From an optimization exercise on the open Yosys and OpenROAD flow, aimed at small area and a short achievable clock period; shortcuts taken in it are not production practice. RTL that was checked went through simulation tests only; none was proved equivalent to the original. The RTL of run 1 was laid out without a check of its function. The flow treats the clock pin as an ideal source, which a real chip does not have. Power and IR drop assume default switching activity.

[flow/run.sh]
#!/bin/bash
# Layout flow: the standard ORFS flow (standard.sh) with these changes.
#  - ABC maps the logic with an area-oriented script (abc_area_nf.script) in
#    place of ORFS's abc_speed.script; ORFS's scripts are copied to a local
#    folder and only that one file is replaced. Yosys's synth runs with
#    -noabc (SYNTH_ARGS), so the full adders written out in the RTL reach
#    extract_fa as written rather than restructured by a first ABC pass.
#  - repair_timing (floorplan, CTS and global-route stages) aims at a setup
#    slack of SETUP_SLACK_MARGIN ns, optimising towards a shorter period
#    than the 16 ns the design is constrained and signed off at.
#  - a leaner clock tree: larger sink clusters, clkbuf_8, no dummy loads.
#  - port buffers are buf_1 (repair upsizes those on critical paths).
#  - after CTS, s_axis_tready's output buffer is driven straight from
#    m_axis_tready's input buffer (post_cts.tcl, ft_eco.tcl).
#  - net fanout is capped at 40 before repair_design (pre_resize.tcl).
# Each tool's output goes to the ORFS logs under orfs/logs; make's output
# goes to standard.log.
set -euo pipefail
rm -rf scripts_local
cp -r "$FLOW_HOME/scripts" scripts_local
cp flow/abc_area_nf.script scripts_local/abc_speed.script
export SYNTH_ARGS="-noabc"
export SETUP_SLACK_MARGIN=9.4
export CTS_ARGS="-sink_clustering_enable -repair_clock_nets -sink_clustering_size 15 -sink_clustering_max_diameter 70 -buf_list sky130_fd_sc_hd__clkbuf_8 -dont_use_dummy_load"
export BUFFER_PORTS_ARGS="-buffer_cell sky130_fd_sc_hd__buf_1"
export POST_CTS_TCL="$PWD/flow/post_cts.tcl"
export PRE_RESIZE_TCL="$PWD/flow/pre_resize.tcl"
bash standard.sh SCRIPTS_DIR="$PWD/scripts_local" finish > standard.log 2>&1
[flow/abc_area_nf.script]
&get -n
&st
&dc2
&dch -f
&nf -R 1000
&put
topo
stime -c
[flow/ft_eco.tcl]
# Feed-through ECO: drive s_axis_tready's output buffer straight from
# m_axis_tready's input buffer, so the path between the two ports is just
# those two buffers, and size both for speed.
proc ft_eco {{icell sky130_fd_sc_hd__buf_4} {ocell sky130_fd_sc_hd__buf_4}} {
  set in_net [get_nets m_axis_tready]
  set out_net [get_nets s_axis_tready]
  set ibuf_pin [lindex [get_pins -of_objects $in_net -filter "direction==input"] 0]
  set obuf_pin [lindex [get_pins -of_objects $out_net -filter "direction==output"] 0]
  if {$ibuf_pin eq "" || $obuf_pin eq ""} { puts "ft_eco: ports not buffered, skipped"; return }
  set ibuf [get_cells -of_objects $ibuf_pin]
  set obuf [get_cells -of_objects $obuf_pin]
  set ibuf_out [lindex [get_pins -of_objects $ibuf -filter "direction==output"] 0]
  set obuf_in [lindex [get_pins -of_objects $obuf -filter "direction==input"] 0]
  set src_net [get_nets -of_objects $ibuf_out]
  set cur_net [get_nets -of_objects $obuf_in]
  puts "ft_eco: input buffer [get_full_name $ibuf] ([get_property $ibuf ref_name]) net [get_full_name $src_net]"
  puts "ft_eco: output buffer [get_full_name $obuf] ([get_property $obuf ref_name]) net [get_full_name $cur_net]"
  if {[get_full_name $src_net] ne [get_full_name $cur_net]} {
    disconnect_pin $cur_net $obuf_in
    connect_pin $src_net $obuf_in
    puts "ft_eco: reconnected output buffer to [get_full_name $src_net]"
  }
  replace_cell $ibuf $icell
  replace_cell $obuf $ocell
}
[flow/post_cts.tcl]
# POST_CTS hook: the feed-through ECO (ft_eco.tcl), then legalise placement.
source [file join [file dirname [info script]] ft_eco.tcl]
ft_eco sky130_fd_sc_hd__buf_6 sky130_fd_sc_hd__buf_4
detailed_placement
check_placement -verbose
estimate_parasitics -placement
[flow/pre_resize.tcl]
# PRE_RESIZE hook: cap net fanout so repair_design splits the enable nets
# (several hundred flip-flop enable pins) into smaller buffered nets.
set_max_fanout 40 [current_design]
[standard.sh]
#!/bin/bash
# synth_recipe.tcl (not shown) runs the flow's synth.tcl, then flattens the netlist and writes it again
# the make line also repeats each setting of config.mk as NAME=value (left out here)
make -C /OpenROAD-flow-scripts/flow DESIGN_CONFIG=/design/flow/config.mk WORK_HOME=/design/flow/orfs CLKGATE_MAP_FILE= SYNTH_SCRIPT=/design/flow/synth_recipe.tcl "${@:-finish}"
[config.mk]
export PLATFORM = sky130hd
export DESIGN_NAME = isp_top
export DESIGN_NICKNAME = isp_top
export VERILOG_FILES = /design/flow/design.v
export SDC_FILE = /design/flow/constraint.sdc
export NUM_CORES = 4
export LEC_CHECK = 0
export CAP_MARGIN = 20
export CORE_MARGIN = 2
export CORE_UTILIZATION = 60
export SLEW_MARGIN = 20
[constraint.sdc]
create_clock -name core_clock -period 16.0 [get_ports {pixel_clk}]
set_input_delay 3.2000 -clock core_clock [delete_from_list [all_inputs] [get_ports {pixel_clk}]]
set_output_delay 3.2000 -clock core_clock [all_outputs]
set_load 0.01 [all_outputs]
[design.v]
package isp_video_pkg;
    localparam int PIX_WIDTH  = 10;
    localparam int IMG_WIDTH  = 16;
    localparam int IMG_HEIGHT = 8;
    typedef logic [PIX_WIDTH-1:0]           pix_t;
    typedef logic [$clog2(IMG_WIDTH)-1:0]   col_t;
    typedef logic [$clog2(IMG_HEIGHT)-1:0]  row_t;
    typedef logic [PIX_WIDTH+3:0]           sum_t;
    typedef struct packed {
        pix_t data;
        logic user;
        logic last;
        logic valid;
    } pix_beat_t;
    typedef struct packed {
        pix_t p00;
        pix_t p01;
        pix_t p02;
        pix_t p10;
        pix_t p11;
        pix_t p12;
        pix_t p20;
        pix_t p21;
        pix_t p22;
        logic user;
        logic last;
        logic valid;
    } win3x3_t;
endpackage
package isp_ctrl_pkg;
    typedef logic [9:0] thresh_t;
    typedef struct packed {
        logic    dpc_en;
        thresh_t dpc_threshold;
        logic    gauss_en;
    } isp_cfg_t;
endpackage
`timescale 1ns/1ps
module isp_window_3x3
#(
    parameter int DEPTH = 34
)
(
    input  logic                  pixel_clk,
    input  logic                  shift,
    input  logic [9:0]            pix_in,
    output logic [DEPTH:1][9:0]   dl
);
    always_ff @(posedge pixel_clk)
    begin
        if (shift)
            dl <= {dl[DEPTH-1:1], pix_in};
    end
endmodule
`timescale 1ns/1ps
module isp_dpc
(
    input  logic       dpc_en,
    input  logic [9:0] dpc_threshold,
    input  logic       top_ok,
    input  logic       left_ok,
    input  logic       ctr_above,
    input  logic [9:0] p00,
    input  logic [9:0] p01,
    input  logic [9:0] p02,
    input  logic [9:0] p10,
    input  logic [9:0] p11,
    input  logic [9:0] p12,
    input  logic [9:0] p20,
    input  logic [9:0] p21,
    input  logic [9:0] p22,
    output logic [9:0] mid
);
    logic [9:0] q01;
    logic [9:0] q10;
    logic [7:0][9:0] nb;
    logic [7:0] nb_ok;
    logic [11:0] orth_sum;
    assign q01 = p01 & {10{top_ok}};
    assign q10 = p10 & {10{left_ok}};
    assign nb    = {p00, q01, p02, q10, p12, p20, p21, p22};
    assign nb_ok = {top_ok && left_ok, 1'b1, top_ok, 1'b1, 1'b1, left_ok, 1'b1, 1'b1};
    logic [9:0]  t;
    logic [9:0]  lim;
    logic        lim_bad;
    logic [5:0]  lc;
    logic [5:0]  lc0, lc1;
    logic [4:0]  lu0, lu1;
    assign t = dpc_threshold ^ {10{ctr_above}};
    always_comb
    begin
        lc[0] = ctr_above;
        for (int b = 0; b < 5; b++)
        begin
            lim[b]  = p11[b] ^ t[b] ^ lc[b];
            lc[b+1] = (p11[b] & t[b]) | (p11[b] & lc[b]) | (t[b] & lc[b]);
        end
        lc0[0] = 1'b0;
        lc1[0] = 1'b1;
        for (int b = 0; b < 5; b++)
        begin
            lu0[b]   = p11[b+5] ^ t[b+5] ^ lc0[b];
            lc0[b+1] = (p11[b+5] & t[b+5]) | (p11[b+5] & lc0[b]) | (t[b+5] & lc0[b]);
            lu1[b]   = p11[b+5] ^ t[b+5] ^ lc1[b];
            lc1[b+1] = (p11[b+5] & t[b+5]) | (p11[b+5] & lc1[b]) | (t[b+5] & lc1[b]);
        end
        lim[9:5] = lc[5] ? lu1 : lu0;
        lim_bad  = (lc[5] ? lc1[5] : lc0[5]) ^ ctr_above;
    end
    logic [9:0] x;
    logic [7:0][10:0] cy;
    logic [7:0] pass;
    assign x = ~lim;
    always_comb
    begin
        for (int i = 0; i < 8; i++)
        begin
            cy[i][0] = ctr_above;
            for (int b = 0; b < 10; b++)
                cy[i][b+1] = (nb[i][b] & x[b]) | (nb[i][b] & cy[i][b]) | (x[b] & cy[i][b]);
            if (nb_ok[i])
                pass[i] = cy[i][10] ^ ctr_above;
            else
                pass[i] = ctr_above && (|lim);
        end
    end
    logic [11:0] cs_s1, cs_k1, cs_s2, cs_k2;
    logic [6:0]  cs_r;
    logic [6:0]  cs_h0, cs_h1;
    logic [5:0]  cs_u0, cs_u1;
    always_comb
    begin
        cs_s1 = '0;
        cs_k1 = '0;
        cs_s2 = '0;
        cs_k2 = '0;
        for (int b = 0; b < 10; b++)
        begin
            cs_s1[b]   = q01[b] ^ q10[b] ^ p12[b];
            cs_k1[b+1] = (q01[b] & q10[b]) | (q01[b] & p12[b]) | (q10[b] & p12[b]);
        end
        for (int b = 0; b < 11; b++)
        begin
            cs_s2[b]   = cs_s1[b] ^ cs_k1[b] ^ (b < 10 ? p21[b] : 1'b0);
            cs_k2[b+1] = (cs_s1[b] & cs_k1[b]) | ((cs_s1[b] | cs_k1[b]) & (b < 10 ? p21[b] : 1'b0));
        end
        cs_r[0] = 1'b0;
        for (int b = 0; b < 6; b++)
        begin
            orth_sum[b] = cs_s2[b] ^ cs_k2[b] ^ cs_r[b];
            cs_r[b+1]   = (cs_s2[b] & cs_k2[b]) | (cs_s2[b] & cs_r[b]) | (cs_k2[b] & cs_r[b]);
        end
        cs_h0[0] = 1'b0;
        cs_h1[0] = 1'b1;
        for (int b = 0; b < 6; b++)
        begin
            cs_u0[b]   = cs_s2[b+6] ^ cs_k2[b+6] ^ cs_h0[b];
            cs_h0[b+1] = (cs_s2[b+6] & cs_k2[b+6]) | (cs_s2[b+6] & cs_h0[b]) | (cs_k2[b+6] & cs_h0[b]);
            cs_u1[b]   = cs_s2[b+6] ^ cs_k2[b+6] ^ cs_h1[b];
            cs_h1[b+1] = (cs_s2[b+6] & cs_k2[b+6]) | (cs_s2[b+6] & cs_h1[b]) | (cs_k2[b+6] & cs_h1[b]);
        end
        orth_sum[11:6] = cs_r[6] ? cs_u1 : cs_u0;
    end
    assign mid = (dpc_en && (&pass) && !lim_bad)
               ? orth_sum[11:2] : p11;
endmodule
`timescale 1ns/1ps
module isp_gauss
(
    input  logic        gauss_en,
    input  logic [9:0]  m_top,       
    input  logic [9:0]  m_mid,       
    input  logic [9:0]  m_new,       
    input  logic [11:0] v_c1,        
    input  logic [11:0] v_c2,        
    input  logic [9:0]  m_ctr,       
    output logic [11:0] v_c0,        
    output logic [9:0]  out
);
    logic [11:0] vs, vk;
    logic [13:0] hs, hk;
    logic [13:0] total;
    logic [6:0]  vr;
    logic [7:0]  lo_c;
    logic [6:0]  hi0, hi1;
    logic [7:0]  hc0, hc1;
    logic [10:0] va, vb, vc;
    logic [12:0] bc;
    logic [12:0] ac, cc;
    logic [6:0]  vq0, vq1;
    logic [5:0]  vu0, vu1;
    assign ac = {1'b0, v_c2};
    assign cc = {1'b0, v_c0};
    assign va = {1'b0, m_top};
    assign vb = {m_mid, 1'b0};
    assign vc = {1'b0, m_new};
    assign bc = {v_c1, 1'b0};
    always_comb
    begin
        vs = '0;
        vk = '0;
        for (int i = 0; i < 11; i++)
        begin
            vs[i]   = va[i] ^ vb[i] ^ vc[i];
            vk[i+1] = (va[i] & vb[i]) | (va[i] & vc[i]) | (vb[i] & vc[i]);
        end
        vr[0] = 1'b0;
        for (int i = 0; i < 6; i++)
        begin
            v_c0[i] = vs[i] ^ vk[i] ^ vr[i];
            vr[i+1] = (vs[i] & vk[i]) | (vs[i] & vr[i]) | (vk[i] & vr[i]);
        end
        vq0[0] = 1'b0;
        vq1[0] = 1'b1;
        for (int i = 0; i < 6; i++)
        begin
            vu0[i]   = vs[i+6] ^ vk[i+6] ^ vq0[i];
            vq0[i+1] = (vs[i+6] & vk[i+6]) | (vs[i+6] & vq0[i]) | (vk[i+6] & vq0[i]);
            vu1[i]   = vs[i+6] ^ vk[i+6] ^ vq1[i];
            vq1[i+1] = (vs[i+6] & vk[i+6]) | (vs[i+6] & vq1[i]) | (vk[i+6] & vq1[i]);
        end
        v_c0[11:6] = vr[6] ? vu1 : vu0;
        hs = '0;
        hk = '0;
        for (int i = 0; i < 13; i++)
        begin
            hs[i]   = ac[i] ^ bc[i] ^ cc[i];
            hk[i+1] = (ac[i] & bc[i]) | (ac[i] & cc[i]) | (bc[i] & cc[i]);
        end
        lo_c[0] = 1'b0;
        for (int i = 0; i < 7; i++)
        begin
            total[i]  = hs[i] ^ hk[i] ^ lo_c[i];
            lo_c[i+1] = (hs[i] & hk[i]) | (hs[i] & lo_c[i]) | (hk[i] & lo_c[i]);
        end
        hc0[0] = 1'b0;
        hc1[0] = 1'b1;
        for (int i = 0; i < 7; i++)
        begin
            hi0[i]   = hs[i+7] ^ hk[i+7] ^ hc0[i];
            hc0[i+1] = (hs[i+7] & hk[i+7]) | (hs[i+7] & hc0[i]) | (hk[i+7] & hc0[i]);
            hi1[i]   = hs[i+7] ^ hk[i+7] ^ hc1[i];
            hc1[i+1] = (hs[i+7] & hk[i+7]) | (hs[i+7] & hc1[i]) | (hk[i+7] & hc1[i]);
        end
        total[13:7] = lo_c[7] ? hi1 : hi0;
    end
    assign out = gauss_en ? total[13:4] : m_ctr;
endmodule
`timescale 1ns/1ps
module isp_top
(
    input  logic    pixel_clk,
    input  logic    rst_n,
    input  isp_video_pkg::pix_t    s_axis_tdata,
    input  logic    s_axis_tuser,
    input  logic    s_axis_tlast,
    input  logic    s_axis_tvalid,
    output logic    s_axis_tready,
    output isp_video_pkg::pix_t    m_axis_tdata,
    output logic    m_axis_tuser,
    output logic    m_axis_tlast,
    output logic    m_axis_tvalid,
    input  logic    m_axis_tready,
    input  logic    dpc_en,
    input  isp_ctrl_pkg::thresh_t dpc_threshold,
    input  logic    gauss_en
);
    localparam int W = 16;
    logic adv;
    logic take;
    logic [9:0] thr;
    logic ctr_above;
    logic [9:0] m_data;
    logic m_last, m_valid;
    logic m_c1, m_c2, m_r1, m_r2;
    logic m_user, m_ok;
    logic nt_c1, nt_c2, nt_r1, nt_r2;
    logic cur_c1, cur_c2, cur_r1, cur_r2;
    logic [2*W+2:1][9:0] dl_in;
    logic [2*W:1][9:0] dl_m;
    logic [9:0] dpc_mid;
    logic [11:0] v_c0, v_c1, v_c2;
    logic [9:0] smooth;
    logic [9:0] out_data;
    logic out_user, out_last, out_valid;
    assign adv           = m_axis_tready;
    assign s_axis_tready = m_axis_tready;
    assign take          = adv && s_axis_tvalid;
    always_ff @(posedge pixel_clk)
        thr <= dpc_threshold;
    always_ff @(posedge pixel_clk or negedge rst_n)
    begin
        if (!rst_n)
        begin
            m_valid   <= 1'b0;
            out_valid <= 1'b0;
        end
        else if (adv)
        begin
            m_valid   <= s_axis_tvalid;
            out_valid <= m_valid;
        end
    end
    assign nt_c1 = !m_last;
    assign nt_c2 = !m_last && m_c1;
    assign nt_r1 = m_last || m_r1;
    assign nt_r2 = m_last ? m_r1 : m_r2;
    assign cur_c1 = nt_c1 && !s_axis_tuser;
    assign cur_c2 = nt_c2 && !s_axis_tuser;
    assign cur_r1 = nt_r1 && !s_axis_tuser;
    assign cur_r2 = nt_r2 && !s_axis_tuser;
    isp_window_3x3 #(.DEPTH(2*W+2)) u_dl_in (
        .pixel_clk (pixel_clk),
        .shift     (take),
        .pix_in    (s_axis_tdata),
        .dl        (dl_in)
    );
    isp_dpc u_dpc (
        .dpc_en        (dpc_en),
        .dpc_threshold (thr),
        .top_ok        (nt_r2),
        .left_ok       (nt_c2),
        .ctr_above     (ctr_above),
        .p00 (dl_in[2*W+2]),
        .p01 (dl_in[2*W+1]),
        .p02 (dl_in[2*W]),
        .p10 (dl_in[W+2]),
        .p11 (dl_in[W+1]),
        .p12 (dl_in[W]),
        .p20 (dl_in[2]),
        .p21 (dl_in[1]),
        .p22 (s_axis_tdata),
        .mid (dpc_mid)
    );
    logic [10:0] above_c;
    always_comb
    begin
        above_c[0] = 1'b0;
        for (int b = 0; b < 10; b++)
            above_c[b+1] = (dl_in[W][b] & !dl_in[W-1][b]) | (dl_in[W][b] & above_c[b])
                         | (!dl_in[W-1][b] & above_c[b]);
    end
    always_ff @(posedge pixel_clk)
    begin
        if (take)
            ctr_above <= above_c[10];
    end
    always_ff @(posedge pixel_clk)
    begin
        if (take)
        begin
            m_data <= dpc_mid & {10{cur_r1 && cur_c1}};
            m_last <= s_axis_tlast;
            m_c1   <= cur_c1;
            m_c2   <= cur_c2;
            m_r1   <= cur_r1;
            m_r2   <= cur_r2;
            v_c1   <= v_c0;
            v_c2   <= v_c1;
        end
    end
    assign m_user = !m_r1 && !m_c1;
    assign m_ok   = m_r1 && m_c1;
    isp_window_3x3 #(.DEPTH(2*W)) u_dl_m (
        .pixel_clk (pixel_clk),
        .shift     (take),
        .pix_in    (m_data),
        .dl        (dl_m)
    );
    isp_gauss u_gauss (
        .gauss_en (gauss_en),
        .m_top    (dl_m[2*W] & {10{m_r2}}),
        .m_mid    (dl_m[W]),
        .m_new    (m_data),
        .v_c1     (v_c1),
        .v_c2     (v_c2 & {12{m_c2}}),
        .m_ctr    (dl_m[W+1]),
        .v_c0     (v_c0),
        .out      (smooth)
    );
    always_ff @(posedge pixel_clk)
    begin
        if (adv)
        begin
            out_data <= smooth & {10{m_ok}};
            out_user <= m_user;
            out_last <= m_last;
        end
    end
    assign m_axis_tdata  = out_data;
    assign m_axis_tuser  = out_user;
    assign m_axis_tlast  = out_last;
    assign m_axis_tvalid = out_valid;
endmodule
==> results of run 1 <==
[through the flow]
stage	instance area (um^2)	power, mW
3_3_place_gp	26240	2.529
6_report	27380	3.341
2_1_floorplan	25320	2.464
5_1_grt	27380	3.488
3_5_place_dp	26350	2.541
[per-layer routing]
metal  vias up  global-route usage, %  wire length [um]  part of all wire, %
li1       4799                      -                 -                    -
met1      5340                  27.45             18570                   49
met2       213                  26.03             17140                   45
met3        58                  2.738              1564                  4.1
met4         0                  6.133               860                  2.3
met5         -                      0                 0                    0
[cells in the mapped netlist, drive strengths merged, types with 4 or more instances]
| master | n | area, um^2 |
|---|---|---|
| clkinv | 36 | 135.1 |
| nand2 | 21 | 78.83 |
| o22ai | 19 | 118.9 |
| fa | 55 | 1101 |
| a22oi | 11 | 82.58 |
| o221ai | 6 | 52.55 |
| o22a | 6 | 52.55 |
| edfxtp | 712 | 21380 |
| and2 | 37 | 231.5 |
| a21oi | 25 | 125.1 |
| maj3 | 13 | 130.1 |
| mux2i | 5 | 50.05 |
| a221oi | 14 | 122.6 |
| o21ai | 30 | 150.1 |
| nor2b | 4 | 25.02 |
| ha | 30 | 375.4 |
| xor2 | 18 | 157.7 |
| a222oi | 6 | 60.06 |
| dfxtp | 10 | 200.2 |
| nor2 | 60 | 225.2 |
| a211oi | 7 | 52.55 |
| xnor2 | 12 | 105.1 |
[path summary, 6_finish.rpt]
| kind | cells after the start | start | to | slack [ns] |
|---|---|---|---|---|
| worst max register to register | 22 | ctr_above$_DFFE_PP_ | m_data[0]$_DFFE_PP_ | 9.66 |
| max in group asynchronous | 1 | rst_n | out_valid$_DFFE_PN0P_ | 13.57 |
| min in group asynchronous | 1 | rst_n | m_valid$_DFFE_PN0P_ | 2.32 |
| worst min register to register | 0 | u_dl_in.dl[71]$_DFFE_PP_ | u_dl_in.dl[81]$_DFFE_PP_ | 0.40 |
| worst max-delay path | 2 | m_axis_tready | s_axis_tready | 9.37 |
| worst min-delay path | 0 | u_dl_in.dl[71]$_DFFE_PP_ | u_dl_in.dl[81]$_DFFE_PP_ | 0.40 |
[state kept, by name (all words and copies together), names as in the netlist, 10 cells and up]
name        flops
v_c1           12
thr            10
u_dl_m.dl     320
u_dl_in.dl    340
out_data       10
v_c2           12
m_data         10
[cell families after synthesis]
kind of cell,after synthesis,synth area share [%]
multiplexers,8,0.3315
flip-flops,724,85.55
buffers and inverters,37,0.5641
XOR/XNOR,30,1.039
AND/OR/NAND/NOR,136,2.583
AO/OA/AOI/OAI,135,3.583
adder cells (fa/ha/maj),98,6.354
[cell type report]
cell class                      count  area [um^2]
Timing Repair Buffer               85        573.1
Clock buffer                       54        743.2
Multi-Input combinational cell    407         3616
Sequential cell                   724        21630
Tap cell                          539        674.4
Antenna cell                        1        2.502
Inverter                           36        143.9
Fill cell                        2756        14380
[power groups by stage]
| stage | clock network (mW) | logic, mW | registers [mW] |
|---|---|---|---|
| after floorplan | 0 | 0.221 | 2.24 |
| after global placement | 0 | 0.288 | 2.24 |
| after detailed placement | 0 | 0.299 | 2.24 |
| after global routing | 0.924 | 0.357 | 2.21 |
| final | 0.825 | 0.317 | 2.20 |
==> out/qor.yml, run 1 <==
die:
  fp.dieH_um: 209.3
  start_util_pct: 60.55
  fp-row-count: 75
  die_w_um: 209.3
  ios: 42
  die_area_um2: 43800
  core_um2: 41760
clock_tree:
  clkSinkCount: 724
  insertion_delay_ns: 0.66
  clk_pin_slew_ns: 0.09
  cts_tree: "yes"
global_route:
  grt_overflow: 0
  grt_pass1_wl_um: 58250
  grtUsageTotal_pct: 17.62
  grt_pass1_vias: 10360
  grt_max_degree: 41
  antenna_found_initial: 0
outcome:
  status: "no timing/DRC/antenna violations"
layout:
  layout_common_cells: "edfxtp_1 (712), nor2_1 (58), clkbuf_8 (54)"
  mostFrequentLayoutCell: "edfxtp_1"
  fin_nets: 1421
  stdcell_count: 1846
  post-route-util_pct: 65.58
  drive_above_1_share_pct: 9.112
  syn_to_final_growth_pct: 8.298
synthesis:
  syn_area_um2: 25290
  postSynthAreaPerCell_um2: 21.65
  mappedNetlistNets: 1281
  synth_edf_count: 712
  synth_ff_type: "edfxtp_1"
  syn_inst: 1168
  synthArstFlopShare_pct: 0.2762
  ys_seq_area_share_pct: 85.55
  ys_ff_latch: 724
  yosys_warnings: 5
  synth_cell_types: 41
timing:
  hold_violations: 0
  fin_hold_ws_ns: 0.4043
  max_slew_margin_pct: 31.15
  rsz0062_at_grt: "yes"
  setup_viol: 0
  fin_crit_ns: 6.633
  fmax_mhz: 150.8
  skew_ns: 0.04055
  final.period_utilization_pct: 41.45
  setup_slack_ns: 9.367
  final_max_slew_viol_count: 0
  tightestPinTransition_ns: 1.030
  setup_tns_ns: 0
critical_path:
  critical-path-top-delay-family: "buffers and inverters"
  crit_arrival_ns: 3.43
  slowest_stage: "buf_6"
  worstSetupPathType: "in2out"
  cp-start-kind: "input port"
  max_stage_delay_ns: 0.12
  cp.required_ns: 12.80
  endpoint_kind: "primary output"
  cp_max_fo: 2
  cp_cell_sequence: "buf_12 > buf_6"
  path_buf_inv: 2
power:
  p_sw_uw: 745.0
  p_per_area_nw_per_um2: 122.0
  pwr-share-seq_pct: 65.8
  power_leakage_nw: 8.920
  internal_power_mw: 2.596
  irDropWorstVdd_v: 0.00007622
  switching_share_pct: 22.30
  clkPwrFrac_pct: 24.7
  combinationalPowerShare_pct: 9.5
drt:
  antenna_left: 0
  finalWirelength_um: 38140
  num_vias: 10410
  detail_route.vias_per_cell: 5.639
  wire_per_inst_um: 20.66
  firstDrtPassIters: 5
  drcViolationCount: 0
  drtIter0Drc: 1021
place:
  placed_cells: 1775
  io_buffers: 41
  dp_hpwl_um: 23130
  gp_congestion: 0.8235
  dp_worst_setup_slack_ns: 8.289
hold_path:
  holdCritPathClass: "reg2reg"
flow_run:
  maxCapViolCount: 0
==> inputs of run 2 (changes only) <==
--- a/design.v
+++ b/design.v
@@ -332,18 +332,10 @@
         .p22 (s_axis_tdata),
         .mid (dpc_mid)
     );
-    logic [10:0] above_c;
-    always_comb
-    begin
-        above_c[0] = 1'b0;
-        for (int b = 0; b < 10; b++)
-            above_c[b+1] = (dl_in[W][b] & !dl_in[W-1][b]) | (dl_in[W][b] & above_c[b])
-                         | (!dl_in[W-1][b] & above_c[b]);
-    end
     always_ff @(posedge pixel_clk)
     begin
         if (take)
-            ctr_above <= above_c[10];
+            ctr_above <= dl_in[W] > dl_in[W-1];
     end
     always_ff @(posedge pixel_clk)
     begin
==> flow/run.sh (replaced) <==
#!/bin/bash
# Layout flow: the standard ORFS flow (standard.sh) with these changes.
#  - ABC maps the logic with an area-oriented script (abc_area_nf.script) in
#    place of ORFS's abc_speed.script; ORFS's scripts are copied to a local
#    folder and only that one file is replaced.
#  - repair_timing (floorplan, CTS and global-route stages) aims at a setup
#    slack of SETUP_SLACK_MARGIN ns, optimising towards a shorter period
#    than the 16 ns the design is constrained and signed off at.
#  - a leaner clock tree: larger sink clusters, clkbuf_8, no dummy loads.
#  - port buffers are buf_1 (repair upsizes those on critical paths).
#  - after CTS, s_axis_tready's output buffer is driven straight from
#    m_axis_tready's input buffer (post_cts.tcl, ft_eco.tcl).
#  - net fanout is capped at 50 before repair_design (pre_resize.tcl).
# Each tool's output goes to the ORFS logs under orfs/logs; make's output
# goes to standard.log.
set -euo pipefail
rm -rf scripts_local
cp -r "$FLOW_HOME/scripts" scripts_local
cp flow/abc_area_nf.script scripts_local/abc_speed.script
export SETUP_SLACK_MARGIN=9.4
export CTS_ARGS="-sink_clustering_enable -repair_clock_nets -sink_clustering_size 17 -sink_clustering_max_diameter 70 -buf_list sky130_fd_sc_hd__clkbuf_8 -dont_use_dummy_load"
export BUFFER_PORTS_ARGS="-buffer_cell sky130_fd_sc_hd__buf_1"
export POST_CTS_TCL="$PWD/flow/post_cts.tcl"
export PRE_RESIZE_TCL="$PWD/flow/pre_resize.tcl"
bash standard.sh SCRIPTS_DIR="$PWD/scripts_local" finish > standard.log 2>&1
==> flow/pre_resize.tcl (replaced) <==
# PRE_RESIZE hook: cap net fanout so repair_design splits the enable nets
# (several hundred flip-flop enable pins) into smaller buffered nets.
set_max_fanout 50 [current_design]
==> run 2 against run 1 <==
Synthesized cell count grew 5.5%; highest routed layer unchanged; sequential power is essentially flat; hold slack got worse by 0.025 ns; first-iteration DRC count decreased by 12%; via count up 1.4%; register-to-register slack better by 0.13 ns; largest cell class unchanged.
==> out/qor.yml, run 2 <==
drt:
  finalWirelength_um: 38190  # was 38140 um
  detail_route.vias_per_cell: 5.574  # was 5.639
  antenna_left: 0  # unchanged
  drcViolationCount: 0  # unchanged
  num_vias: 10560  # was 10410
  drtIter0Drc: 897  # was 1021
  wire_per_inst_um: 20.16  # was 20.66 um
  firstDrtPassIters: 5  # unchanged
global_route:
  antenna_found_initial: 1  # was 0
  grt_pass1_wl_um: 59210  # was 58250 um
  grt_overflow: 0  # unchanged
  grt_max_degree: 51  # was 41
  grt_pass1_vias: 10600  # was 10360
  grtUsageTotal_pct: 17.89  # was 17.62%
synthesis:
  synth_ff_type: "edfxtp_1"  # unchanged
  synth_common_cells: "edfxtp_1 (712), clkinv_1 (87), nor2_1 (60)"  # was edfxtp_1 (712), nor2_1 (60), fa_1 (55)
  mappedNetlistNets: 1351  # was 1281
  ys_ff_latch: 724  # unchanged
  yosys_warnings: 5  # unchanged
  synth_edf_count: 712  # unchanged
  syn_inst: 1232  # was 1168
  yosysTopAreaCellShare_pct: 83.70  # was 84.56%
  synthArstFlopShare_pct: 0.2762  # unchanged
  synth.most_common_cell: "edfxtp_1"  # unchanged
  synth_cell_types: 39  # was 41
  postSynthAreaPerCell_um2: 20.73  # was 21.65 um^2
  ys_seq_area_share_pct: 84.68  # was 85.55%
  yosys.area.top_type: "edfxtp_1"  # unchanged
  yosys-top-cells-area: "edfxtp_1 (84%), fa_1 (4.2%), ha_1 (1.9%), clkinv_1 (1.3%), and2_0 (0.91%)"  # was edfxtp_1 (85%), fa_1 (4.4%), ha_1 (1.5%), and2_0 (0.92%), nor2_1 (0.89%)
  syn_area_um2: 25540  # was 25290 um^2
critical_path:
  crit_arrival_ns: 3.40  # was 3.43 ns
  critical-path-top-delay-family: "buffers and inverters"  # unchanged
  endpoint_kind: "primary output"  # unchanged
  path_buf_inv: 2  # unchanged
  cpMostUsedCell: "buf_6"
  cp_max_fo: 2  # unchanged
  cp_cell_sequence: "buf_6 > buf_6"  # was buf_12 > buf_6
  cp.required_ns: 12.80  # about the same
  max_stage_delay_ns: 0.11  # was 0.12 ns
  cp-start-kind: "input port"  # unchanged
  worstSetupPathType: "in2out"  # unchanged
  slowest_stage: "buf_6"  # unchanged
timing:
  hold_violations: 0  # unchanged
  final_max_slew_viol_count: 0  # unchanged
  skew_ns: 0.03996  # was 0.04055 ns
  rsz0062_at_grt: "yes"  # unchanged
  setup_viol: 0  # unchanged
  max_slew_margin_pct: 30.25  # was 31.15%
  setup_tns_ns: 0  # unchanged
  setup_slack_ns: 9.396  # was 9.367 ns
  fmax_mhz: 151.4  # was 150.8 MHz
  fin_crit_ns: 6.604  # was 6.633 ns
  fin_hold_ws_ns: 0.3788  # was 0.4043 ns
  final.period_utilization_pct: 41.28  # was 41.45%
  tightestPinTransition_ns: 1.046  # was 1.030 ns
layout:
  post-route-util_pct: 65.18  # was 65.58%
  fillers: 2838  # was 2756
  diodes: 0  # was 1
  drive_above_1_share_pct: 6.716  # was 9.112%
  layout_common_cells: "edfxtp_1 (712), clkinv_1 (87), nor2_1 (59)"  # was edfxtp_1 (712), nor2_1 (58), clkbuf_8 (54)
  top_register: "u_dl_in.dl"  # unchanged
  syn_to_final_growth_pct: 7.039  # was 8.298%
  stdcell_count: 1894  # was 1846
  fin_nets: 1476  # was 1421
  largest_register_ffs: 340  # unchanged
  reg.largest.list: "u_dl_in.dl (340), u_dl_m.dl (320)"  # unchanged
  stdcell_area_um2: 27340  # was 27380 um^2
  mostFrequentLayoutCell: "edfxtp_1"  # unchanged
place:
  dp_worst_setup_slack_ns: 7.245  # was 8.289 ns
  io_buffers: 41  # unchanged
  gp_congestion: 0.7597  # was 0.8235
  dp_hpwl_um: 23890  # was 23130 um
  placed_cells: 1839  # was 1775
  placed_cell_area_um2: 26560  # was 26350 um^2
hold_path:
  holdCritPathClass: "reg2reg"  # unchanged
flow_run:
  maxCapViolCount: 0  # unchanged
power:
  pwr-share-seq_pct: 66.8  # was 65.8%
  total_power_mw: 3.291  # was 3.341 mW
  irDropWorstVdd_v: 0.00008601  # was 0.00007622 V
  p_per_area_nw_per_um2: 120.4  # was 122.0 nW/um^2
  clkPwrFrac_pct: 23.8  # was 24.7%
  power_leakage_nw: 8.857  # was 8.920 nW
  combinationalPowerShare_pct: 9.4  # was 9.5%
  p_sw_uw: 731.2  # was 745.0 uW
  internal_power_mw: 2.560  # was 2.596 mW
  switching_share_pct: 22.22  # was 22.30%
die:
  fp.dieH_um: 210.3  # was 209.3 um
  core_um2: 41950  # was 41760 um^2
  die_w_um: 210.3  # was 209.3 um
  start_util_pct: 60.90  # was 60.55%
  die_area_um2: 44240  # was 43800 um^2
  fp-row-count: 75  # unchanged
  ios: 42  # unchanged
clock_tree:
  insertion_delay_ns: 0.65  # was 0.66 ns
  cts_tree: "yes"  # unchanged
  clk_pin_slew_ns: 0.10  # was 0.09 ns
  clkSinkCount: 724  # unchanged
outcome:
  status: "no timing/DRC/antenna violations"  # unchanged
## run 2: path summary, 6_finish.rpt
path                            cells after the start                        to  slack [ns]                      from
worst max-delay path                                2             s_axis_tready        9.40             m_axis_tready
min in group asynchronous                           1     out_valid$_DFFE_PN0P_        2.34                     rst_n
worst min-delay path                                0  u_dl_in.dl[71]$_DFFE_PP_        0.38  u_dl_in.dl[61]$_DFFE_PP_
worst min register to register                      0  u_dl_in.dl[71]$_DFFE_PP_        0.38  u_dl_in.dl[61]$_DFFE_PP_
worst max register to register                     27     out_data[9]$_DFFE_PP_        9.79            m_r2$_DFFE_PP_
max in group asynchronous                           1       m_valid$_DFFE_PN0P_       13.54                     rst_n
## run 2: layer usage
layer  part of all wire, %  vias up  track usage [%]  wire, um
met1                    48     5381            27.26     18160
met5                     0        -                0         0
met4                   1.9        0            4.793       742
met3                   4.3       52            3.382      1655
li1                      -     4908                -         -
met2                    46      217            27.19     17640
## run 2: cells by family (layout without fill, tap and decap cells)
kind of cell | count (synthesis) | count (layout) | share of synthesized area [%]
adders and majority gates | 98 | 98 | 6.289
buffers and inverters | 88 | 211 | 1.308
DFF | 724 | 724 | 84.68
xor gates and xnor gates | 33 | 33 | 1.131
muxes | 7 | 7 | 0.2890
AOI/OAI and AO/OA | 144 | 144 | 3.723
and+or+nand+nor | 138 | 138 | 2.581
## run 2: area by class of cell
class	count	area, um^2	share of cell area [%]
flip-flops and latches	724	21630	79.11
multi-input cells	420	3605	13.18
clock buffers	49	674.4	2.466
well taps	539	674.4	2.466
repair buffers	75	431.7	1.579
inverters	87	326.6	1.194
## run 2: power groups by stage
stage | clock network, mW | logic [mW] | registers, mW
after detailed placement | 0 | 0.310 | 2.24
after floorplan | 0 | 0.224 | 2.24
after global routing | 0.886 | 0.354 | 2.21
final | 0.782 | 0.311 | 2.20
after global placement | 0 | 0.300 | 2.24

afterwards: timing with drivers on the ports:
The results above use ideal ports. As a check the final layouts listed here were re-extracted and re-timed, cells and wires unchanged.
Step 1 assumes that a clkbuf_16 drives the clock port and a buf_2 every other input.
Step 2 times the ports against the registers' clock, not the clock port: input delays grow and output delays shrink by t, the midpoint of the rising clock arrivals with the driver on.
a / b / c = ideal ports / drivers / drivers and shift; a / b = the first two.
run | shift t [ns] | setup WS [ns] | slew at the worst register clock pin (ns) | worst data-port slew with drivers (ns) | cell pins on the clock port's net
run 1 | 0.685 | 9.367 / 9.318 / 8.960 | 0.11 / 0.11 | 0.07 | 1
run 2 | 0.684 | 9.396 / 9.358 / 9.068 | 0.11 / 0.11 | 0.06 | 1
After both steps setup and hold are still met in every run listed. The setup slack of run 1, which loses most, moves by -0.049 ns with the drivers and by -0.407 ns with both steps.
